Source: an optimization exercise on an open RTL-to-GDS flow (aim: small area, a short achievable clock period and few clock cycles). Production flows keep margins and buffers that such runs may drop. No functional check of the RTL was part of any run shown here. Power and IR drop assume default switching activity.

File: design.v
package dls_pkg;
    localparam int MAX_TASKS_DEF   = 16;
    localparam int DELAY_WIDTH_DEF = 16;
    localparam int ID_W       = 4;
    localparam int NUM_IDS    = 16;
    localparam int KIND_W     = 2;
    localparam int DELAY_IN_W = 16;
    localparam int STATUS_W   = 2;
    localparam int S_DATA_W   = 24;
    localparam int M_DATA_W   = 8;
    localparam logic [KIND_W-1:0] KIND_ADD    = 2'd0;
    localparam logic [KIND_W-1:0] KIND_REMOVE = 2'd1;
    localparam logic [KIND_W-1:0] KIND_TICK   = 2'd2;
    localparam logic [KIND_W-1:0] KIND_NOP    = 2'd3;
    localparam logic [STATUS_W-1:0] ST_DONE      = 2'd0;
    localparam logic [STATUS_W-1:0] ST_ZERO      = 2'd1;
    localparam logic [STATUS_W-1:0] ST_NOT_FOUND = 2'd2;
    localparam logic [STATUS_W-1:0] ST_WAITING   = 2'd3;
endpackage
module dls_cell #(
    parameter int DELAY_WIDTH = dls_pkg::DELAY_WIDTH_DEF
) (
    input  logic                   i_clk,
    input  logic                   i_add,
    input  logic                   i_one,
    input  logic                   i_we,
    input  logic [DELAY_WIDTH-1:0] i_due,
    input  logic                   i_two,
    input  logic                   i_move,
    input  logic [DELAY_WIDTH-1:0] i_now,
    output logic                   o_hit
);
    logic [DELAY_WIDTH-1:0] r_due;
    logic                   r_hit;
    always_ff @(posedge i_clk) begin
        if (i_we) begin
            r_due <= i_due;
        end
        if (i_add) begin
            r_hit <= i_one;
        end else if (i_move) begin
            r_hit <= i_we ? i_two : (r_due == i_now);
        end
    end
    assign o_hit = r_hit;
endmodule
module dls_ctrl (
    input  logic                               i_clk,
    input  logic                               i_rst_n,
    output logic                               s_tready,
    input  logic                               i_busy_next,    
    input  logic                               i_push,
    input  logic [dls_pkg::M_DATA_W:0]         i_push_word,    
    output logic                               o_room,
    output logic                               m_tvalid,
    input  logic                               m_tready,
    output logic [dls_pkg::M_DATA_W:0]         m_word
);
    logic                           r_ready;
    logic                           r_v0, r_v1;
    logic [dls_pkg::M_DATA_W:0]     r_q0, r_q1;
    logic                           pop, v0_n, v1_n;
    assign pop    = r_v0 && m_tready;
    assign o_room = !r_v1;
    always_comb begin
        v0_n = r_v0;
        v1_n = r_v1;
        if (pop) begin
            v0_n = r_v1 || i_push;
            v1_n = 1'b0;
        end else if (i_push) begin
            v0_n = 1'b1;
            v1_n = r_v0;
        end
    end
    always_ff @(posedge i_clk) begin
        if (!i_rst_n) begin
            r_v0    <= 1'b0;
            r_v1    <= 1'b0;
            r_ready <= 1'b1;
        end else begin
            r_v0    <= v0_n;
            r_v1    <= v1_n;
            r_ready <= !v1_n && !i_busy_next;
        end
        if (pop) begin
            r_q0 <= r_v1 ? r_q1 : i_push_word;
        end else if (!r_v0) begin
            r_q0 <= i_push_word;
        end
        if (i_push && r_v0 && !pop) begin
            r_q1 <= i_push_word;
        end
    end
    assign s_tready = r_ready;
    assign m_tvalid = r_v0;
    assign m_word   = r_q0;
endmodule
module delta_list_sleep_queue #(
    parameter int MAX_TASKS   = dls_pkg::MAX_TASKS_DEF,
    parameter int DELAY_WIDTH = dls_pkg::DELAY_WIDTH_DEF
) (
    input  logic                            i_clk,
    input  logic                            i_rst_n,
    input  logic                            s_tvalid,
    output logic                            s_tready,
    input  logic [dls_pkg::S_DATA_W-1:0]    s_tdata,    
    input  logic [dls_pkg::KIND_W-1:0]      s_tuser,    
    output logic                            m_tvalid,
    input  logic                            m_tready,
    output logic [dls_pkg::M_DATA_W-1:0]    m_tdata,    
    output logic                            m_tlast
);
    localparam int IW = dls_pkg::ID_W;
    logic [dls_pkg::KIND_W-1:0]     in_kind;
    logic [IW-1:0]                  in_id;
    logic [DELAY_WIDTH-1:0]         in_delay;
    logic                           room;
    logic                           push;
    logic [dls_pkg::M_DATA_W:0]     push_word;
    logic [dls_pkg::M_DATA_W:0]     m_word;
    logic                           r_rel;        
    logic [MAX_TASKS-1:0]           r_wait;       
    logic [DELAY_WIDTH-1:0]         r_now;        
    logic                           r_st_valid;
    logic [IW-1:0]                  r_st_id;
    logic [DELAY_WIDTH-1:0]         r_st_delay;
    logic [MAX_TASKS-1:0]           hit, due, rest, first, set, clr;
    logic [DELAY_WIDTH-1:0]         new_due;
    logic                           take, is_add, is_rem, is_tick;
    logic                           add_ok, rem_ok, releasing, last, rel_n, moved;
    logic [IW-1:0]                  rel_id;
    logic [dls_pkg::STATUS_W-1:0]   status;
    assign in_kind  = s_tuser;
    assign in_id    = s_tdata[3:0];
    assign in_delay = s_tdata[19:4];
    dls_ctrl u_ctrl (
        .i_clk       (i_clk),
        .i_rst_n     (i_rst_n),
        .s_tready    (s_tready),
        .i_busy_next (rel_n),
        .i_push      (push),
        .i_push_word (push_word),
        .o_room      (room),
        .m_tvalid    (m_tvalid),
        .m_tready    (m_tready),
        .m_word      (m_word)
    );
    assign {m_tdata, m_tlast} = m_word;
    assign new_due = r_now + r_st_delay - DELAY_WIDTH'(2);
    for (genvar g = 0; g < MAX_TASKS; g++) begin : g_slot
        dls_cell #(
            .DELAY_WIDTH (DELAY_WIDTH)
        ) u_cell (
            .i_clk  (i_clk),
            .i_add  (set[g]),
            .i_one  (in_delay == DELAY_WIDTH'(1)),
            .i_we   (r_st_valid && (r_st_id == IW'(g))),
            .i_due  (new_due),
            .i_two  (r_st_delay == DELAY_WIDTH'(2)),
            .i_move (moved),
            .i_now  (r_now),
            .o_hit  (hit[g])
        );
    end
    assign take    = s_tvalid && s_tready;
    assign is_add  = take && (in_kind == dls_pkg::KIND_ADD);
    assign is_rem  = take && (in_kind == dls_pkg::KIND_REMOVE);
    assign is_tick = take && (in_kind == dls_pkg::KIND_TICK);
    assign add_ok  = (in_delay != '0) && !r_wait[in_id];
    assign rem_ok  = r_wait[in_id];
    assign due = r_wait & hit;
    always_comb begin
        logic below;
        below = 1'b0;
        for (int i = 0; i < MAX_TASKS; i++) begin
            first[i] = due[i] && !below;
            rest[i]  = due[i] && below;
            below    = below || due[i];
        end
    end
    always_comb begin
        rel_id = '0;
        for (int i = 0; i < MAX_TASKS; i++) begin
            if (first[i]) rel_id = rel_id | IW'(i);
        end
    end
    assign releasing = (r_rel && room) || (is_tick && (due != '0));
    assign last      = (rest == '0);
    assign moved     = (is_tick && (due == '0)) || (releasing && last);
    assign rel_n     = releasing ? !last : r_rel;
    always_comb begin
        for (int i = 0; i < MAX_TASKS; i++) begin
            set[i] = is_add && add_ok && (in_id == IW'(i));
            clr[i] = (is_rem && (in_id == IW'(i))) || (releasing && first[i]);
        end
    end
    always_comb begin
        if (in_kind == dls_pkg::KIND_ADD) begin
            status = (in_delay == '0) ? dls_pkg::ST_ZERO :
                     r_wait[in_id]    ? dls_pkg::ST_WAITING : dls_pkg::ST_DONE;
        end else if (in_kind == dls_pkg::KIND_REMOVE) begin
            status = rem_ok ? dls_pkg::ST_DONE : dls_pkg::ST_NOT_FOUND;
        end else begin
            status = dls_pkg::ST_DONE;
        end
    end
    assign push = releasing || (take && (in_kind != dls_pkg::KIND_NOP));
    assign push_word = releasing ? {last, rel_id, 1'b1, dls_pkg::ST_DONE, last}
                                 : {1'b0, {IW{1'b0}}, 1'b0, status, 1'b1};
    always_ff @(posedge i_clk) begin
        if (!i_rst_n) begin
            r_rel      <= 1'b0;
            r_wait     <= '0;
            r_now      <= '0;
            r_st_valid <= 1'b0;
        end else begin
            r_rel      <= rel_n;
            r_wait     <= (r_wait & ~clr) | set;
            r_st_valid <= is_add && add_ok;
            if (moved) begin
                r_now <= r_now + DELAY_WIDTH'(1);
            end
        end
        r_st_id    <= in_id;
        r_st_delay <= in_delay;
    end
endmodule
File: run.sh
#!/bin/bash
# synth_recipe.tcl (not shown) runs the flow's synth.tcl, then flattens the netlist and writes it again
# the make line also repeats each setting of config.mk as NAME=value (left out here)
make -C /OpenROAD-flow-scripts/flow DESIGN_CONFIG=/design/flow/config.mk WORK_HOME=/design/flow/orfs CLKGATE_MAP_FILE= SYNTH_SCRIPT=/design/flow/synth_recipe.tcl finish
File: config.mk
export PLATFORM = sky130hd
export DESIGN_NAME = delta_list_sleep_queue
export DESIGN_NICKNAME = delta_list_sleep_queue
export VERILOG_FILES = /design/flow/design.v
export SDC_FILE = /design/flow/constraint.sdc
export NUM_CORES = 4
export LEC_CHECK = 0
export ABC_AREA = 1
export CAP_MARGIN = 20
export CORE_MARGIN = 2
export CORE_UTILIZATION = 55
export SETUP_SLACK_MARGIN = 4.5
export SLEW_MARGIN = 20
File: constraint.sdc
create_clock -name core_clock -period 7.0 [get_ports {i_clk}]
set_input_delay 1.4000 -clock core_clock [delete_from_list [all_inputs] [get_ports {i_clk}]]
set_output_delay 1.4000 -clock core_clock [all_outputs]
set_load 0.01 [all_outputs]
==> results.yml, run 1 <==
timing:
  max_freq_mhz: 366
  skew_ns: 0.0243
  finalHoldViolCount: 0
  fin_crit_sh_pct: 39.0
  setup_viol: 0
  fin_hold_ws_ns: 0.490
  drv_slew: 0
  setup_tns_ns: 0
  worst_pin_slew_ns: 0.958
  finalCriticalPeriod_ns: 2.73
  relSlewSlack_pct: 35.8
  rsz0062_at_grt: "true"
final_layout:
  area_delta_synth_final_pct: 27.7
  drive_gt1_share_pct: 28.2
  instances_no_fill: 2150
  fillers: 2060
  final_common_cell: "edfxtp_1"
  mostFrequentLayoutCells: "edfxtp_1, nand2_1, inv_1"
  utilization_pct: 71.9
  nets: 1793
setup_path:
  cp_data_arrival_time_ns: 3.11
  cp-start-kind: "register"
  path_max_fanout: 8
  endpoint_kind: "register"
  cp.required_ns: 7.38
  crit_type: "reg2reg"
placement:
  io_buffers: 36
  dp.final_hpwl_um: 28500
  place_congestion: 0.930
  dp.cells: 1967
clock_tree:
  htreeDepth: 2
  clk_latency_ns: 0.53
  cts-buffers-inserted: 37
  clkTransAtPathRegs_ns: 0.06
  cts-root-buf: "clkbuf_16"
  clock_sinks: 347
  clk_path_buf_depth: 3
  cts_tree: "yes"
synth:
  syn-mean-instance-area_um2: 10.7
  synth_edf_count: 290
  synthTopCellsByArea: "edfxtp_1, dfxtp_1, xnor2_1, xor2_1, nand2_1"
  synth_cell_type_count: 46
  yosys_warnings: 3
  netlist_instances: 1567
  netlist.area_leader.share_pct: 51.9
  synth_top_area_cell: "edfxtp_1"
  syn_area_um2: 16800
  yosysSeqAreaShare_pct: 58.7
  synth_fp_nets: 1628
  ys.flop_type: "edfxtp_1"
  ys_seq_elements: 347
  synthArstFlopShare_pct: 0
floorplan:
  start_util_pct: 56.3
  core_area_um2: 29800
  die_area_um2: 31900
  io_pins: 41
  die_w_um: 179
  fp.dieH_um: 179
  placementRows: 63
drt:
  post_drt_wl_per_cell_um: 21.3
  routed_wirelength_um: 45900
  postRouteAntennaNets: 0
  first_pass_iters: 5
  drt_iter0_drc: 924
  vias_per_cell: 5.55
  dr_total_vias: 11900
  drc: 0
power:
  pwr-share-comb_pct: 11.2
  p_per_area_nw_per_um2: 223
  swShare_pct: 22.9
  power_mw: 4.78
  internal-power_mw: 3.69
  peakVddDrop_uv: 241
  clkPwrFrac_pct: 39.8
  p_sw_mw: 1.10
  leakagePower_nw: 8.07
  power_frac_seq_pct: 48.9
run_status:
  status: "timing/DRC/antenna clean"
global_route:
  grt_pass1_wl_um: 67300
  track_usage_pct: 29.0
  grt_pass1_vias: 11300
  antenna_found_initial: 1
  grt_start_max_net_pins: 26
  grt-ovfl-total: 0
worst_hold_path:
  holdCritPathClass: "reg2reg"
job:
  max_cap_violations: 0
[per-layer routing]
layer	track usage, %	part of all wire, %	vias up
met3	3.30	6.0	88
met5	0	0	-
met1	39.8	43	5743
met4	9.86	3.7	0
li1	-	-	5703
met2	48.1	48	407
[worst max-delay path, stage by stage, from the launching register on]
cell        delay, ns
dfxtp_4          0.38
clkinvlp_4       0.12
ha_1             0.30
inv_2            0.04
ha_4             0.26
a21oi_4          0.18
o21ai_1          0.09
nand2_1          0.14
o2111ai_4        0.16
a21oi_2          0.16
nor2_1           0.06
nor2_2           0.19
xor2_4           0.32
buf_12           0.17
[through the flow]
step | instance area, um^2 | setup slack (ns)
4_1_cts | 20800 | 4.26
3_3_place_gp | 18000 | 2.72
5_1_grt | 21400 | 4.18
6_report | 21400 | 4.27
3_5_place_dp | 18000 | 2.72
2_1_floorplan | 17300 | 4.10
[worst paths after layout]
| path | cells after the start | start | endpoint | slack (ns) |
|---|---|---|---|---|
| worst max-delay path | 13 | r_now[8] | g_slot[9].u_cell.r_due[15] | 4.27 |
| worst max register to register | 13 | r_now[8] | g_slot[9].u_cell.r_due[15] | 4.27 |
| worst min-delay path | 2 | r_rel | r_rel | 0.49 |
| worst min register to register | 2 | r_rel | r_rel | 0.49 |
[layout make-up]
type	count	area, um^2	share of cell area (%)
Sequential cell	347	9880	46.1
Clock buffer	49	1010	4.73
Inverter	141	606	2.83
Clock inverter	17	165	0.771
Tap cell	390	488	2.28
Timing Repair inverter	2	16.3	0.0759
Timing Repair Buffer	179	1920	8.97
Multi-Input combinational cell	1024	7330	34.2
Antenna cell	1	2.50	0.0117
[registers in the layout (all words and copies together), names as in the netlist, 4 cells and up]
register	count
g_slot.u_cell.r_due	256
g_slot.u_cell.r_hit	16
r_now	16
r_st_delay	16
r_st_id	4
r_wait	16
u_ctrl.r_q0	9
u_ctrl.r_q1	9
[kinds of logic (layout without fill, tap and decap cells)]
| group | Yosys count | count (layout) | synth area share, % |
|---|---|---|---|
| adder cells (fa/ha/maj) | 31 | 31 | 2.36 |
| XOR/XNOR | 216 | 216 | 11.3 |
| buffers and inverters | 196 | 388 | 4.61 |
| flip-flops | 347 | 347 | 58.7 |
| AO/OA/AOI/OAI | 110 | 110 | 4.02 |
| AND/OR/NAND/NOR | 667 | 667 | 19.0 |
| other | 0 | 1 | 0 |
[power groups by stage]
stage	sequential [mW]	clock, mW	combinational [mW]
after floorplan	2.38	0	0.181
after global placement	2.39	0	0.319
after detailed placement	2.39	0	0.320
after CTS	2.34	1.93	0.477
after global routing	2.34	2.00	0.569
final	2.34	1.90	0.537
[cells in the mapped netlist (5+ instances only)]
cell      instances
a21oi_1          41
buf_1            10
a21oi_2          10
o211ai_1         10
inv_2             5
nand2_2          18
nor3_1           31
nand2_1         227
dfxtp_1          57
nor2_1          130
inv_1           135
nand4_1          41
nor3b_1           8
edfxtp_1        290
nand3_1         113
ha_1             30
buf_2            12
xor2_1          106
o21ai_0          20
nor4_1           36
or2_2            48
xnor2_1         110
clkbuf_1         30
a31oi_1          13
[timing repair]
item	4_1_cts	5_1_grt
gates resized for setup	259	93
pin swaps	55	61
setup endpoints to repair	326	246
cloned	9	1
setup buffers	79	27
hold buffers	0	0
==> run 2, diff against run 1 <==
--- a/design.v
+++ b/design.v
@@ -122,9 +122,19 @@
     logic                           r_rel;        
     logic [MAX_TASKS-1:0]           r_wait;       
     logic [DELAY_WIDTH-1:0]         r_now;        
+    localparam int LO_W = DELAY_WIDTH / 2;
+    localparam int HI_W = DELAY_WIDTH - LO_W;
     logic                           r_st_valid;
     logic [IW-1:0]                  r_st_id;
-    logic [DELAY_WIDTH-1:0]         r_st_delay;
+    logic [LO_W-1:0]                r_st_lo;      
+    logic                           r_st_carry;   
+    logic [HI_W-1:0]                r_st_dhi;     
+    logic                           r_st_dtop;    
+    logic                           r_st_two;     
+    logic [DELAY_WIDTH-1:0]         cs_s, cs_c;
+    logic [LO_W-1:0]                due_lo;
+    logic                           lo_carry;
+    logic [HI_W-1:0]                due_hi, hi_s, hi_c;
     logic [MAX_TASKS-1:0]           hit, due, rest, first, set, clr;
     logic [DELAY_WIDTH-1:0]         new_due;
     logic                           take, is_add, is_rem, is_tick;
@@ -147,7 +157,15 @@
         .m_word      (m_word)
     );
     assign {m_tdata, m_tlast} = m_word;
-    assign new_due = r_now + r_st_delay - DELAY_WIDTH'(2);
+    assign cs_s = ~(r_now ^ in_delay) ^ DELAY_WIDTH'(1);
+    assign cs_c = {(r_now[DELAY_WIDTH-1:1] | in_delay[DELAY_WIDTH-1:1]),
+                   (r_now[0] & in_delay[0])};
+    assign {lo_carry, due_lo} = {1'b0, cs_s[LO_W-1:0]} + {1'b0, cs_c[LO_W-2:0], 1'b0};
+    assign hi_s    = ~(r_now[DELAY_WIDTH-1:LO_W] ^ r_st_dhi);
+    assign hi_c    = {(r_now[DELAY_WIDTH-2:LO_W] | r_st_dhi[HI_W-2:0]),
+                      (r_now[LO_W-1] | r_st_dtop)};
+    assign due_hi  = hi_s + hi_c + HI_W'(r_st_carry);
+    assign new_due = {due_hi, r_st_lo};
     for (genvar g = 0; g < MAX_TASKS; g++) begin : g_slot
         dls_cell #(
             .DELAY_WIDTH (DELAY_WIDTH)
@@ -157,7 +175,7 @@
             .i_one  (in_delay == DELAY_WIDTH'(1)),
             .i_we   (r_st_valid && (r_st_id == IW'(g))),
             .i_due  (new_due),
-            .i_two  (r_st_delay == DELAY_WIDTH'(2)),
+            .i_two  (r_st_two),
             .i_move (moved),
             .i_now  (r_now),
             .o_hit  (hit[g])
@@ -223,6 +241,10 @@
             end
         end
         r_st_id    <= in_id;
-        r_st_delay <= in_delay;
+        r_st_lo    <= due_lo;
+        r_st_carry <= lo_carry;
+        r_st_dhi   <= in_delay[DELAY_WIDTH-1:LO_W];
+        r_st_dtop  <= in_delay[LO_W-1];
+        r_st_two   <= (in_delay == DELAY_WIDTH'(2));
     end
 endmodule
--- a/config.mk
+++ b/config.mk
@@ -9,5 +9,5 @@
 export CAP_MARGIN = 20
 export CORE_MARGIN = 2
 export CORE_UTILIZATION = 55
-export SETUP_SLACK_MARGIN = 4.5
+export SETUP_SLACK_MARGIN = 4.4
 export SLEW_MARGIN = 20
==> results.yml, run 2 <==
synth:
  yosys_warnings: 3
  yosysSeqAreaShare_pct: 58.8
  synth_top_area_cell: "edfxtp_1"
  netlist.area_leader.share_pct: 51.7
  synthArstFlopShare_pct: 0
  ys_seq_elements: 350
  syn_area_um2: 16800
  synth_fp_nets: 1637
  ys_top_cells_by_count: "edfxtp_1, nand2_1, inv_1"
  netlist_instances: 1576
  ys.flop_type: "edfxtp_1"
  synth_most_common_cell: "edfxtp_1"
  synth_cell_type_count: 46
  synth_edf_count: 290
  syn-mean-instance-area_um2: 10.7
  synthTopCellsByArea: "edfxtp_1, dfxtp_1, xor2_1, nand2_1, xnor2_1"
clock_tree:
  htreeDepth: 2
  cts_tree: "yes"
  cts-buffers-inserted: 38
  clock_sinks: 350
  cts_hold_buf: 0
  clkTransAtPathRegs_ns: 0.06
  clk_path_buf_depth: 3
  clk_latency_ns: 0.53
  cts-root-buf: "clkbuf_16"
power:
  p_per_area_nw_per_um2: 229
  leakagePower_nw: 7.82
  power_frac_seq_pct: 51.2
  swShare_pct: 22.8
  p_sw_mw: 1.08
  peakVddDrop_uv: 214
  clkPwrFrac_pct: 41.5
  pwr-share-comb_pct: 7.3
  internal-power_mw: 3.65
final_layout:
  final_common_cell: "edfxtp_1"
  area_delta_synth_final_pct: 22.5
  nets: 1754
  largest_reg_flops: 256
  multiInputGateArea_um2: 7020
  antennaDiodeCount: 0
  fillers: 2341
  drive_gt1_share_pct: 25.6
  register_area_um2: 9920
  mostFrequentLayoutCells: "edfxtp_1, nand2_1, nor2_1"
  largest_register: "g_slot.u_cell.r_due"
setup_path:
  endpoint_kind: "register"
  cp_data_arrival_time_ns: 3.00
  critical-path-top-delay-family: "compound AO/OA/AOI/OAI gates"
  path_max_fanout: 8
  cp-start-kind: "register"
  cp.required_ns: 7.28
  path_buf_inv: 4
  cp_slowest_stage_delay_ns: 0.38
  crit_type: "reg2reg"
  crit_slowest_cell: "dfxtp_1"
  path_cells: "clkinvlp_4, ha_1, inv_1, ha_2, a21o_1, a21oi_4, o21ai_2, a21oi_2, xor2_4, buf_6, buf_16"
placement:
  dp_worst_setup_slack_ns: 2.65
  dp.final_hpwl_um: 28400
  place_congestion: 0.864
  io_buffers: 36
drt:
  routed_wirelength_um: 45700
  dr_total_vias: 11900
  postRouteAntennaNets: 0
  drc: 0
  post_drt_wl_per_cell_um: 21.6
  drt_iter0_drc: 966
  vias_per_cell: 5.61
  first_pass_iters: 5
global_route:
  antenna_found_initial: 0
  grt-ovfl-total: 0
  grt_pass1_vias: 11300
  grt_start_max_net_pins: 32
  grt_pass1_wl_um: 67800
  track_usage_pct: 29.2
floorplan:
  fp.dieH_um: 179
  io_pins: 41
  core_area_um2: 30300
  start_util_pct: 55.5
  die_area_um2: 32000
  die_w_um: 179
  placementRows: 64
timing:
  setup_ws_ns: 4.28
  setup_viol: 0
  worst_pin_slew_ns: 1.00
  setup_tns_ns: 0
  rsz0062_at_grt: "true"
  fin_crit_sh_pct: 38.9
  skew_ns: 0.0194
  finalHoldViolCount: 0
  relSlewSlack_pct: 32.9
  finalCriticalPeriod_ns: 2.72
  max_freq_mhz: 367
  drv_slew: 0
job:
  max_cap_violations: 0
worst_hold_path:
  holdCritPathClass: "reg2reg"
run_status:
  status: "timing/DRC/antenna clean"
-- run 2: final timing paths --
check / end / slack [ns] / start / cells after the start
setup / recovery: g_slot[10].u_cell.r_due[15] / 4.28 / r_now[11] / 11
hold / removal: r_wait[9] / 0.51 / r_wait[9] / 2
setup reg to reg: g_slot[10].u_cell.r_due[15] / 4.28 / r_now[11] / 11
hold reg to reg: r_wait[9] / 0.51 / r_wait[9] / 2
-- run 2: worst reg2reg max path: cells and delay by family, from the launching register on --
family,cells,cell delay (ns)
AOI/OAI and AO/OA,4,0.70
adders and majority gates,2,0.68
DFF,1,0.38
xor gates and xnor gates,1,0.12
buffers and inverters,4,0.61
-- run 2: cell families (layout without fill, tap and decap cells) --
kind of cell,count (synthesis),after routing,synth area share (%)
AO/OA/AOI/OAI,112,112,3.90
XOR/XNOR,198,198,10.3
adder cells (fa/ha/maj),31,31,2.44
buffers and inverters,196,341,4.99
flip-flops,350,350,58.8
AND/OR/NAND/NOR,689,691,19.5
-- run 2: power groups by stage --
stage / registers [mW] / logic [mW] / clock network [mW]
2_1_floorplan: 2.43 / 0.141 / 0
3_3_place_gp: 2.47 / 0.240 / 0
3_5_place_dp: 2.47 / 0.246 / 0
4_1_cts: 2.42 / 0.325 / 1.98
5_1_grt: 2.42 / 0.371 / 2.06
6_report: 2.42 / 0.345 / 1.96
-- run 2: repair_timing --
action | CTS | global route
gates resized for setup | 186 | 95
buffers inserted | 56 | 10
hold endpoints to repair | 0 | 0
endpoints found under the setup margin | 226 | 118
gates cloned | 5 | 0
pin swaps | 30 | 52
-- run 2: layer usage --
layer / global-route usage (%) / vias to the layer above / wire (um)
li1: - / 5612 / -
met1: 37.3 / 5841 / 19100
met2: 51.3 / 335 / 23000
met3: 3.50 / 92 / 2020
met4: 10.1 / 0 / 1600
met5: 0 / - / 0
-- run 2: area by class of cell --
type | count | area share [%]
well taps | 396 | 2.40
flip-flops and latches | 350 | 48.1
multi-input cells | 1032 | 34.0
clock buffers | 53 | 5.43
inverters | 133 | 2.78
repair buffers | 137 | 6.77
clock inverters | 17 | 0.503
repair inverters | 1 | 0.0364
-- run 2: stage by stage --
step           hold slack, ns  power, mW  instance area [um^2]  cells  util [%]
2_1_floorplan           0.469       2.57                 17300   1576         -
3_3_place_gp            0.490       2.71                 18000   1976      59.1
3_5_place_dp            0.493       2.71                 18000   1976      59.2
4_1_cts                 0.501       4.73                 20200   2107      66.7
5_1_grt                 0.530       4.86                 20600   2119      68.0
6_report                0.506       4.72                 20600   2119      68.0
==> run 3, diff against run 2 <==
--- a/config.mk
+++ b/config.mk
@@ -8,6 +8,7 @@
 export ABC_AREA = 1
 export CAP_MARGIN = 20
 export CORE_MARGIN = 2
-export CORE_UTILIZATION = 55
-export SETUP_SLACK_MARGIN = 4.4
+export CORE_UTILIZATION = 60
+export CTS_BUF_LIST = sky130_fd_sc_hd__clkbuf_8
+export SETUP_SLACK_MARGIN = 4.0
 export SLEW_MARGIN = 20
==> results.yml, run 3 <==
synth:
  ys_seq_elements: 350
  synth_edf_count: 290
  synthArstFlopShare_pct: 0
  synthTopCellsByArea: "edfxtp_1, dfxtp_1, xor2_1, nand2_1, xnor2_1"
  synth_most_common_cell: "edfxtp_1"
  synth_top_area_cell: "edfxtp_1"
  syn-mean-instance-area_um2: 10.7
  ys_top_cells_by_count: "edfxtp_1, nand2_1, inv_1"
  netlist_instances: 1576
  synth_cell_type_count: 46
  yosys_warnings: 3
  syn_area_um2: 16800
  synth_fp_nets: 1637
  ys.flop_type: "edfxtp_1"
  yosysSeqAreaShare_pct: 58.8
  netlist.area_leader.share_pct: 51.7
floorplan:
  die_w_um: 172
  placementRows: 61
  die_area_um2: 29400
  fp.dieH_um: 172
  io_pins: 41
  core_area_um2: 27700
  start_util_pct: 60.8
timing:
  setup_viol: 0
  drv_slew: 0
  max_freq_mhz: 343
  worst_pin_slew_ns: 1.05
  fin_crit_sh_pct: 41.6
  skew_ns: 0.0318
  finalHoldViolCount: 0
  finalCriticalPeriod_ns: 2.91
  rsz0062_at_grt: "false"
  setup_tns_ns: 0
  relSlewSlack_pct: 29.4
clock_tree:
  htreeDepth: 2
  cts_tree: "yes"
  clkTransAtPathRegs_ns: 0.06
  clk_latency_ns: 0.61
  cts-root-buf: "clkbuf_8"
  clk_path_buf_depth: 3
  clock_sinks: 350
  cts-buffers-inserted: 56
setup_path:
  crit_top_cell: "nand2_1"
  path_cells: "clkdlybuf4s50_1, inv_1, nand2_1, a31oi_1, or2_2, nor2_4, buf_4, nand2_1, nand3_1, a21oi_1"
  path_buf_inv: 3
  cp-start-kind: "input pin"
  critical-path-top-delay-family: "simple AND/OR/NAND/NOR gates"
  cp.required_ns: 7.32
  endpoint_kind: "register"
  crit_slowest_cell: "clkdlybuf4s50_1"
  cp_slowest_stage_delay_ns: 0.54
  path_max_fanout: 5
  cp_data_arrival_time_ns: 3.23
  crit_type: "in2reg"
global_route:
  grt_pass1_wl_um: 63800
  grt_start_max_net_pins: 32
  grt_pass1_vias: 11400
  antenna_found_initial: 0
  track_usage_pct: 29.5
  grt-ovfl-total: 0
drt:
  drc: 0
  postRouteAntennaNets: 0
  first_pass_iters: 8
  post_drt_wl_per_cell_um: 20.6
  routed_wirelength_um: 43200
  vias_per_cell: 5.69
  dr_total_vias: 11900
  drt_iter0_drc: 993
final_layout:
  mostFrequentLayoutCells: "edfxtp_1, nand2_1, inv_1"
  finalInstanceArea_um2: 19300
  nets: 1730
  largest_register: "g_slot.u_cell.r_due"
  largest_reg_flops: 256
  antennaDiodeCount: 0
  drive_gt1_share_pct: 18.3
  fillers: 2110
  final_common_cell: "edfxtp_1"
  area_delta_synth_final_pct: 14.8
power:
  power_mw: 4.36
  leakagePower_nw: 7.49
  p_per_area_nw_per_um2: 226
  peakVddDrop_uv: 152
placement:
  placed_cell_area_um2: 17600
  place_congestion: 0.941
  dp.final_hpwl_um: 27900
  io_buffers: 36
job:
  max_cap_violations: 0
run_status:
  status: "timing/DRC/antenna clean"
worst_hold_path:
  holdCritPathClass: "reg2reg"
-- run 3: changes by cell type in the layout (fill, tap and decap cells not counted), moves of 17 or more --
| cell | previous run | this run |
|---|---|---|
| inv_1 | 102 | 138 |
| clkbuf_16 | 41 | 0 |
| clkbuf_8 | 5 | 70 |
| o21ai_0 | 17 | 34 |
| clkdlybuf4s50_1 | 2 | 33 |
| buf_4 | 66 | 48 |
| nand2_1 | 216 | 240 |
| nand2_2 | 39 | 21 |
-- run 3: logic make-up (layout without fill, tap and decap cells) --
logic type,count (synthesis),count (layout),share of synthesized area (%)
AO/OA/AOI/OAI,112,112,3.90
XOR/XNOR,198,198,10.3
adder cells (fa/ha/maj),31,31,2.44
buffers and inverters,196,333,4.99
flip-flops,350,350,58.8
AND/OR/NAND/NOR,689,691,19.5
-- run 3: final cells by class --
cell class                      count  area, um^2  share of cell area [%]
Clock buffer                       70         963                    4.98
Clock inverter                     34         141                   0.731
Inverter                          133         532                    2.75
Multi-Input combinational cell   1032        6420                    33.2
Sequential cell                   350        9910                    51.3
Tap cell                          378         473                    2.45
Timing Repair Buffer               94         882                    4.56
Timing Repair inverter              2        10.0                  0.0518
-- run 3: final timing paths --
path / start / to / slack (ns) / cells past startpoint
worst max register to register: r_now[15] / g_slot[12].u_cell.r_hit / 4.12 / 8
worst min register to register: r_wait[9] / r_wait[9] / 0.50 / 2
worst max-delay path: s_tdata[2] / u_ctrl.r_q0[2] / 4.09 / 10
worst min-delay path: r_wait[9] / r_wait[9] / 0.50 / 2
-- run 3: what timing repair did --
| action | 4_1_cts | 5_1_grt |
|---|---|---|
| gates resized for setup | 37 | 51 |
| pin swaps | 9 | 10 |
| hold buffers | 0 | 0 |
| setup buffers | 18 | 11 |
| cloned | 3 | 3 |
| endpoints found under the setup margin | 176 | 128 |
-- run 3: worst min-delay path, cell delays in order, from the launching register on --
cell	delay [ns]
dfxtp_1	0.32
nand3_1	0.08
a21oi_1	0.06
-- run 3: power breakdown --
part,total [mW],switching [mW],internal [mW]
Sequential,2.41,0.0598,2.36
Clock,1.68,0.787,0.897
Combinational,0.263,0.178,0.0850
-- run 3: metal layers --
| metal | GRT usage (%) | wire length, um | vias to the layer above |
|---|---|---|---|
| met3 | 3.52 | 2740 | 103 |
| met4 | 11.5 | 1570 | 0 |
| met1 | 37.5 | 17200 | 5799 |
| li1 | - | - | 5565 |
| met2 | 51.8 | 21700 | 452 |
| met5 | 0 | 0 | - |
-- run 3: stage by stage --
stage,setup WS (ns),std cells,utilization [%],hold slack [ns]
2_1_floorplan,3.99,1576,-,0.469
3_3_place_gp,2.58,1954,63.6,0.488
3_5_place_dp,2.59,1954,63.6,0.493
4_1_cts,4.00,2079,68.8,0.502
5_1_grt,3.99,2093,69.8,0.540
6_report,4.09,2093,69.8,0.500
==> run 4, diff against run 3 <==
--- a/design.v
+++ b/design.v
@@ -135,7 +135,9 @@
     logic [LO_W-1:0]                due_lo;
     logic                           lo_carry;
     logic [HI_W-1:0]                due_hi, hi_s, hi_c;
-    logic [MAX_TASKS-1:0]           hit, due, rest, first, set, clr;
+    logic [HI_W:0]                  hi_sum;
+    logic [MAX_TASKS-1:0]           hit, due, rest, first, set, clr, id_hit;
+    logic                           id_wait;
     logic [DELAY_WIDTH-1:0]         new_due;
     logic                           take, is_add, is_rem, is_tick;
     logic                           add_ok, rem_ok, releasing, last, rel_n, moved;
@@ -164,7 +166,8 @@
     assign hi_s    = ~(r_now[DELAY_WIDTH-1:LO_W] ^ r_st_dhi);
     assign hi_c    = {(r_now[DELAY_WIDTH-2:LO_W] | r_st_dhi[HI_W-2:0]),
                       (r_now[LO_W-1] | r_st_dtop)};
-    assign due_hi  = hi_s + hi_c + HI_W'(r_st_carry);
+    assign due_hi  = hi_sum[HI_W:1];
+    assign hi_sum  = {hi_s, 1'b1} + {hi_c, r_st_carry};
     assign new_due = {due_hi, r_st_lo};
     for (genvar g = 0; g < MAX_TASKS; g++) begin : g_slot
         dls_cell #(
@@ -185,8 +188,10 @@
     assign is_add  = take && (in_kind == dls_pkg::KIND_ADD);
     assign is_rem  = take && (in_kind == dls_pkg::KIND_REMOVE);
     assign is_tick = take && (in_kind == dls_pkg::KIND_TICK);
-    assign add_ok  = (in_delay != '0) && !r_wait[in_id];
-    assign rem_ok  = r_wait[in_id];
+    assign id_hit   = MAX_TASKS'(1) << in_id;
+    assign id_wait  = |(id_hit & r_wait);
+    assign add_ok   = (in_delay != '0) && !id_wait;
+    assign rem_ok   = id_wait;
     assign due = r_wait & hit;
     always_comb begin
         logic below;
@@ -209,14 +214,14 @@
     assign rel_n     = releasing ? !last : r_rel;
     always_comb begin
         for (int i = 0; i < MAX_TASKS; i++) begin
-            set[i] = is_add && add_ok && (in_id == IW'(i));
-            clr[i] = (is_rem && (in_id == IW'(i))) || (releasing && first[i]);
+            set[i] = is_add && (in_delay != '0) && id_hit[i] && !r_wait[i];
+            clr[i] = (is_rem && id_hit[i]) || (releasing && first[i]);
         end
     end
     always_comb begin
         if (in_kind == dls_pkg::KIND_ADD) begin
             status = (in_delay == '0) ? dls_pkg::ST_ZERO :
-                     r_wait[in_id]    ? dls_pkg::ST_WAITING : dls_pkg::ST_DONE;
+                     id_wait          ? dls_pkg::ST_WAITING : dls_pkg::ST_DONE;
         end else if (in_kind == dls_pkg::KIND_REMOVE) begin
             status = rem_ok ? dls_pkg::ST_DONE : dls_pkg::ST_NOT_FOUND;
         end else begin
@@ -235,7 +240,7 @@
         end else begin
             r_rel      <= rel_n;
             r_wait     <= (r_wait & ~clr) | set;
-            r_st_valid <= is_add && add_ok;
+            r_st_valid <= |set;
             if (moved) begin
                 r_now <= r_now + DELAY_WIDTH'(1);
             end
--- a/config.mk
+++ b/config.mk
@@ -5,7 +5,6 @@
 export SDC_FILE = /design/flow/constraint.sdc
 export NUM_CORES = 4
 export LEC_CHECK = 0
-export ABC_AREA = 1
 export CAP_MARGIN = 20
 export CORE_MARGIN = 2
 export CORE_UTILIZATION = 60
==> results.yml, run 4 <==
run_status:
  status: "timing/DRC/antenna clean"
power:
  peakVddDrop_uv: 177
  leakagePower_nw: 7.64
  pwr-share-comb_pct: 7.1
  p_sw_mw: 1.06
  internal-power_mw: 3.25
  power_mw: 4.31
  power_frac_seq_pct: 56.4
  p_per_area_nw_per_um2: 227
  clkPwrFrac_pct: 36.5
  swShare_pct: 24.6
synth:
  synth_most_common_cell: "edfxtp_1"
  yosys.area_share.adder_pct: 2.51
  synth_edf_count: 290
  synth_top_family_by_area: "XOR/XNOR gates"
  synth_fp_nets: 1335
  synthMuxAreaShare_pct: 1.89
  netlist_instances: 1274
  synthArstFlopShare_pct: 0
  ys_top_cells_by_count: "edfxtp_1, xor2_1, nor2_1, nor4_1, inv_1"
  synth_compound_area_share_pct: 5.63
  synth_cell_type_count: 59
  syn_area_um2: 16100
  synthTopCellsByArea: "edfxtp_1, xor2_1, dfxtp_1, nor4_1, ha_1"
  ys_seq_elements: 350
  synth_xor_area_share_pct: 14.8
  yosysSeqAreaShare_pct: 61.6
  yosys.area_share.simple_pct: 10.6
  syn-mean-instance-area_um2: 12.6
  ys.flop_type: "edfxtp_1"
  synth_top_area_cell: "edfxtp_1"
  netlist.area_leader.share_pct: 54.1
  yosys_warnings: 3
setup_path:
  path_cells: "clkdlybuf4s15_2, nand4b_1, a21oi_2, a21oi_1, buf_4, nor4_4, nor2_4, buf_12, or4_4, a21oi_2"
  critical-path-top-delay-family: "simple AND/OR/NAND/NOR gates"
  cp.required_ns: 7.52
  path_buf_inv: 3
  path_max_fanout: 6
  cp_data_arrival_time_ns: 3.56
  cp_slowest_stage_delay_ns: 0.53
  crit_slowest_cell: "or4_4"
  endpoint_kind: "register"
  crit_type: "in2reg"
  crit_top_cell: "a21oi_2"
  cp-start-kind: "input pin"
timing:
  drv_slew: 0
  setup_ws_ns: 3.96
  setup_tns_ns: 0
  worst_pin_slew_ns: 1.07
  rsz0062_at_grt: "true"
  fin_crit_sh_pct: 43.4
  relSlewSlack_pct: 28.4
  max_freq_mhz: 329
  finalCriticalPeriod_ns: 3.04
  skew_ns: 0.0323
  setup_viol: 0
  finalHoldViolCount: 0
final_layout:
  mostFrequentLayoutCells: "edfxtp_1, xor2_1, inv_1"
  area_delta_synth_final_pct: 17.8
  final_common_cell: "edfxtp_1"
  instances_no_fill: 1774
  largest_reg_flops: 256
  largest_register: "g_slot.u_cell.r_due"
  utilization_pct: 72.3
  antennaDiodeCount: 0
  drive_gt1_share_pct: 18.4
  nets: 1454
clock_tree:
  cts_tree: "yes"
  cts-buffers-inserted: 55
  clk_path_buf_depth: 3
  cts-root-buf: "clkbuf_8"
  clkTransAtPathRegs_ns: 0.06
  clk_latency_ns: 0.59
  htreeDepth: 2
  clock_sinks: 350
floorplan:
  core_area_um2: 26200
  fp.dieH_um: 168
  die_w_um: 168
  placementRows: 59
  start_util_pct: 61.4
  die_area_um2: 28100
  io_pins: 41
placement:
  dp_worst_setup_slack_ns: 2.82
  dp.cells: 1630
  io_buffers: 36
  place_congestion: 0.949
  dp.final_hpwl_um: 24600
global_route:
  met3_usage_pct: 5.48
  track_usage_pct: 30.1
  antenna_found_initial: 0
  gr-max-usage-layer: "met2"
  grt_pass1_vias: 10300
  grt_start_max_net_pins: 23
  grtUsageMet2_pct: 49.2
  met1_usage_pct: 40.8
  grt-ovfl-total: 0
  grt_pass1_wl_um: 62300
drt:
  drc: 0
  first_pass_iters: 5
  routed_wirelength_um: 42000
  postRouteAntennaNets: 0
  drt_iter0_drc: 1059
  dr_total_vias: 10600
  vias_per_cell: 5.96
  post_drt_wl_per_cell_um: 23.7
worst_hold_path:
  holdCritPathClass: "reg2reg"
job:
  max_cap_violations: 0
[run 4: changes by cell type after synthesis, sizes merged, moves of 42 or more]
cell | previous run | this run
nor4 | 33 | 75
nor2 | 131 | 75
or2 | 70 | 2
xor2 | 113 | 259
inv | 131 | 62
nand2 | 262 | 60
nand3 | 110 | 17
xnor2 | 85 | 13
[run 4: path summary, 6_finish.rpt]
check | from | to | slack, ns | depth (start not counted)
setup / recovery | s_tuser[1] | r_now[10] | 3.96 | 10
hold / removal | u_ctrl.r_v1 | u_ctrl.r_v1 | 0.52 | 2
setup reg to reg | g_slot[0].u_cell.r_hit | r_now[10] | 3.99 | 10
hold reg to reg | u_ctrl.r_v1 | u_ctrl.r_v1 | 0.52 | 2
[run 4: stage by stage]
step,area (um^2),hold slack [ns]
after detailed placement,17100,0.511
after global routing,18900,0.545
after global placement,17100,0.500
after floorplan,16200,0.477
final,18900,0.516
after CTS,18600,0.519
[run 4: logic make-up after synthesis]
group                    count (synthesis)
flip-flops                             350
buffers and inverters                  121
AND/OR/NAND/NOR                        326
AO/OA/AOI/OAI                          146
XOR/XNOR                               272
multiplexers                            28
adder cells (fa/ha/maj)                 31
[run 4: metal layers]
metal	wire [um]	vias to the layer above
li1	-	4877
met3	3310	80
met2	20300	443
met4	1200	0
met5	0	-
met1	17200	5176
[run 4: worst min-delay path, stage by stage, from the launching register on]
cell,delay (ns)
dfxtp_1,0.32
nand2_1,0.06
a221oi_1,0.07
[run 4: power groups by stage]
| stage | clock [mW] | combinational [mW] | sequential [mW] |
|---|---|---|---|
| 3_3_place_gp | 0 | 0.256 | 2.48 |
| 3_5_place_dp | 0 | 0.263 | 2.48 |
| 2_1_floorplan | 0 | 0.123 | 2.42 |
| 4_1_cts | 1.60 | 0.287 | 2.43 |
| 5_1_grt | 1.69 | 0.321 | 2.44 |
| 6_report | 1.57 | 0.304 | 2.43 |
[run 4: layout make-up]
cell class | instances | area, um^2
Inverter | 63 | 239
Sequential cell | 350 | 9910
Clock inverter | 43 | 191
Fill cell | 1801 | 7260
Clock buffer | 60 | 826
Tap cell | 335 | 419
Multi-Input combinational cell | 803 | 6250
Timing Repair Buffer | 120 | 1110
[run 4: repair_timing]
action | 4_1_cts | 5_1_grt
buffers inserted | 22 | 15
gates cloned | 3 | 1
hold buffers | 0 | 0
setup endpoints to repair | 129 | 95
pin swaps | 21 | 41
gates resized for setup | 94 | 66
==> run 5, diff against run 4 <==
--- a/config.mk
+++ b/config.mk
@@ -9,5 +9,5 @@
 export CORE_MARGIN = 2
 export CORE_UTILIZATION = 60
 export CTS_BUF_LIST = sky130_fd_sc_hd__clkbuf_8
-export SETUP_SLACK_MARGIN = 4.0
+export SETUP_SLACK_MARGIN = 4.3
 export SLEW_MARGIN = 20
==> results.yml, run 5 <==
clock_tree:
  clk_path_buf_depth: 3
  clk_latency_ns: 0.60
  htreeDepth: 2
  cts_tree: "yes"
  cts-root-buf: "clkbuf_8"
  cts-buffers-inserted: 55
  clock_sinks: 350
  clkTransAtPathRegs_ns: 0.07
synth:
  synth_most_common_cell: "edfxtp_1"
  synthArstFlopShare_pct: 0
  synth_edf_count: 290
  yosys_warnings: 3
  netlist_instances: 1274
  synth_fp_nets: 1335
  synth_cell_type_count: 59
  synthTopCellsByArea: "edfxtp_1, xor2_1, dfxtp_1, nor4_1, ha_1"
  synth_top_area_cell: "edfxtp_1"
  syn_area_um2: 16100
  netlist.area_leader.share_pct: 54.1
  syn-mean-instance-area_um2: 12.6
  ys.flop_type: "edfxtp_1"
  ys_seq_elements: 350
  yosysSeqAreaShare_pct: 61.6
  ys_top_cells_by_count: "edfxtp_1, xor2_1, nor2_1, nor4_1, inv_1"
placement:
  dp.final_hpwl_um: 24400
  placed_cell_area_um2: 17300
  dp_worst_setup_slack_ns: 2.52
  place_congestion: 0.917
  io_buffers: 36
setup_path:
  cp.required_ns: 7.52
  crit_type: "reg2reg"
  crit_start: "g_slot[0].u_cell.r_hit"
  cp_data_arrival_time_ns: 3.47
  path_max_fanout: 7
  r2r_start: "g_slot[0].u_cell.r_hit"
  endpoint_kind: "register"
  cp-start-kind: "register"
timing:
  rsz0062_at_grt: "true"
  setup_ws_ns: 4.05
  fin_crit_sh_pct: 42.1
  finalHoldViolCount: 0
  setup_tns_ns: 0
  drv_slew: 0
  fin_hold_ws_ns: 0.540
  worst_pin_slew_ns: 1.06
  relSlewSlack_pct: 29.5
  finalCriticalPeriod_ns: 2.95
  setup_viol: 0
  skew_ns: 0.0342
  max_freq_mhz: 339
floorplan:
  die_area_um2: 28100
  core_area_um2: 26200
  fp.dieH_um: 168
  io_pins: 41
  die_w_um: 168
  start_util_pct: 61.4
  placementRows: 59
drt:
  routed_wirelength_um: 43200
  post_drt_wl_per_cell_um: 23.8
  postRouteAntennaNets: 0
  first_pass_iters: 5
  drt_iter0_drc: 1140
  vias_per_cell: 6.07
  dr_total_vias: 11000
  drc: 0
final_layout:
  largest_reg_flops: 256
  finalInstanceArea_um2: 19800
  mostFrequentLayoutCells: "edfxtp_1, xor2_1, buf_4"
  final_common_cell: "edfxtp_1"
  largest_register: "g_slot.u_cell.r_due"
  nets: 1492
  fillers: 1686
  antennaDiodeCount: 0
  area_delta_synth_final_pct: 22.9
  drive_gt1_share_pct: 24.4
run_status:
  status: "timing/DRC/antenna clean"
job:
  max_cap_violations: 0
global_route:
  antenna_found_initial: 0
  track_usage_pct: 31.0
  grt-ovfl-total: 0
  grt_pass1_vias: 10700
  grt_pass1_wl_um: 64300
  grt_start_max_net_pins: 34
power:
  leakagePower_nw: 7.94
  power_mw: 4.55
  peakVddDrop_uv: 251
  p_per_area_nw_per_um2: 230
worst_hold_path:
  min_from: "u_ctrl.r_v1"
  holdCritPathClass: "reg2reg"
## run 5: cell counts after synthesis
No cell type changed its count.
## run 5: worst paths after layout
kind | slack (ns) | end | cells past startpoint
worst max-delay path | 4.05 | r_now[11] | 12
worst min-delay path | 0.54 | u_ctrl.r_v1 | 2
worst min register to register | 0.54 | u_ctrl.r_v1 | 2
worst max register to register | 4.05 | r_now[11] | 12
## run 5: layout make-up
| cell class | instances | area, um^2 | area share (%) |
|---|---|---|---|
| clock inverter | 41 | 282 | 1.42 |
| sequential | 350 | 9920 | 50.2 |
| inverter | 63 | 264 | 1.34 |
| timing repair buffer | 153 | 1470 | 7.42 |
| clock buffer | 63 | 867 | 4.39 |
| tap | 335 | 419 | 2.12 |
| multi-input combinational | 808 | 6560 | 33.2 |
## run 5: cell families (layout without fill, tap and decap cells)
family,count (synthesis),after routing,synth area share [%]
flops,350,350,61.6
simple gates,326,331,10.6
xor+xnor,272,272,14.8
compound gates,146,146,5.63
buf+inv,121,320,2.93
fa+ha+maj,31,31,2.51
mux,28,28,1.89
## run 5: layer usage
metal  vias to the layer above  wire length, um  track usage [%]
met3                       115             3490             5.29
met4                         0             1530             11.6
met5                         -                0                0
met1                      5405            17500             41.8
met2                       533            20700             50.9
li1                       4951                -                -
## run 5: what timing repair did
| action | CTS | global route |
|---|---|---|
| buffers inserted | 59 | 17 |
| endpoints found under the setup margin | 178 | 124 |
| cloned | 7 | 0 |
| resized for setup | 213 | 43 |
| hold buffers | 0 | 0 |
| pin swaps | 46 | 32 |
## run 5: through the flow
step,utilization (%),cells
final,75.4,1813
after detailed placement,66.1,1626
after global placement,66.1,1626
after floorplan,-,1274
after global routing,75.4,1813
after CTS,74.2,1796
## run 5: critical path, stage by stage, from the launching register on
cell and delay [ns]:
edfxtp_1 0.43, a222oi_1 0.37, buf_4 0.23, nand4_4 0.20, nor4_4 0.36, nand3_2 0.18, nor3b_4 0.27, buf_12 0.16
buf_8 0.12, nor2_4 0.05, buf_12 0.14, nor4_4 0.14, mux2i_1 0.23
## run 5: where the power goes
group          internal, mW  leakage (nW)  total, mW  switching [mW]
combinational         0.129          4.18      0.342           0.212
sequential             2.35          3.13       2.43          0.0765
clock                 0.974         0.634       1.78           0.805
total                  3.46          7.94       4.55            1.09

[port drivers added, routing unchanged]
Ports are ideal in the flow. The routed layouts listed here were re-timed in OpenROAD.
Step 1, drivers: a clkbuf_16 drives i_clk and a buf_2 each remaining input, both assumed.
Step 2 moves the port delays by t, midway between the first and last clock arrival at a register: inputs arrive t later, outputs are due t later. That takes back most of the time a late clock gives input paths.
a / b / c = ideal / step 1 / step 2; a / b = the first two.
run	t (ns)	setup WS [ns]	slew at the worst register clock pin (ns)	worst slew at a driven data input, ns
run 1	0.570	4.270 / 4.270 / 3.875	0.06 / 0.06	0.07
run 2	0.569	4.276 / 4.276 / 3.825	0.06 / 0.06	0.05
run 3	0.641	4.087 / 4.045 / 3.468	0.07 / 0.07	0.04
run 4	0.619	3.960 / 3.980 / 3.362	0.07 / 0.07	0.05
run 5	0.625	4.054 / 4.054 / 3.466	0.07 / 0.07	0.08
After both steps every run listed still meets setup and hold. For run 3, which loses most, drivers alone change the setup slack by -0.042 ns; drivers and shift together by -0.619 ns.
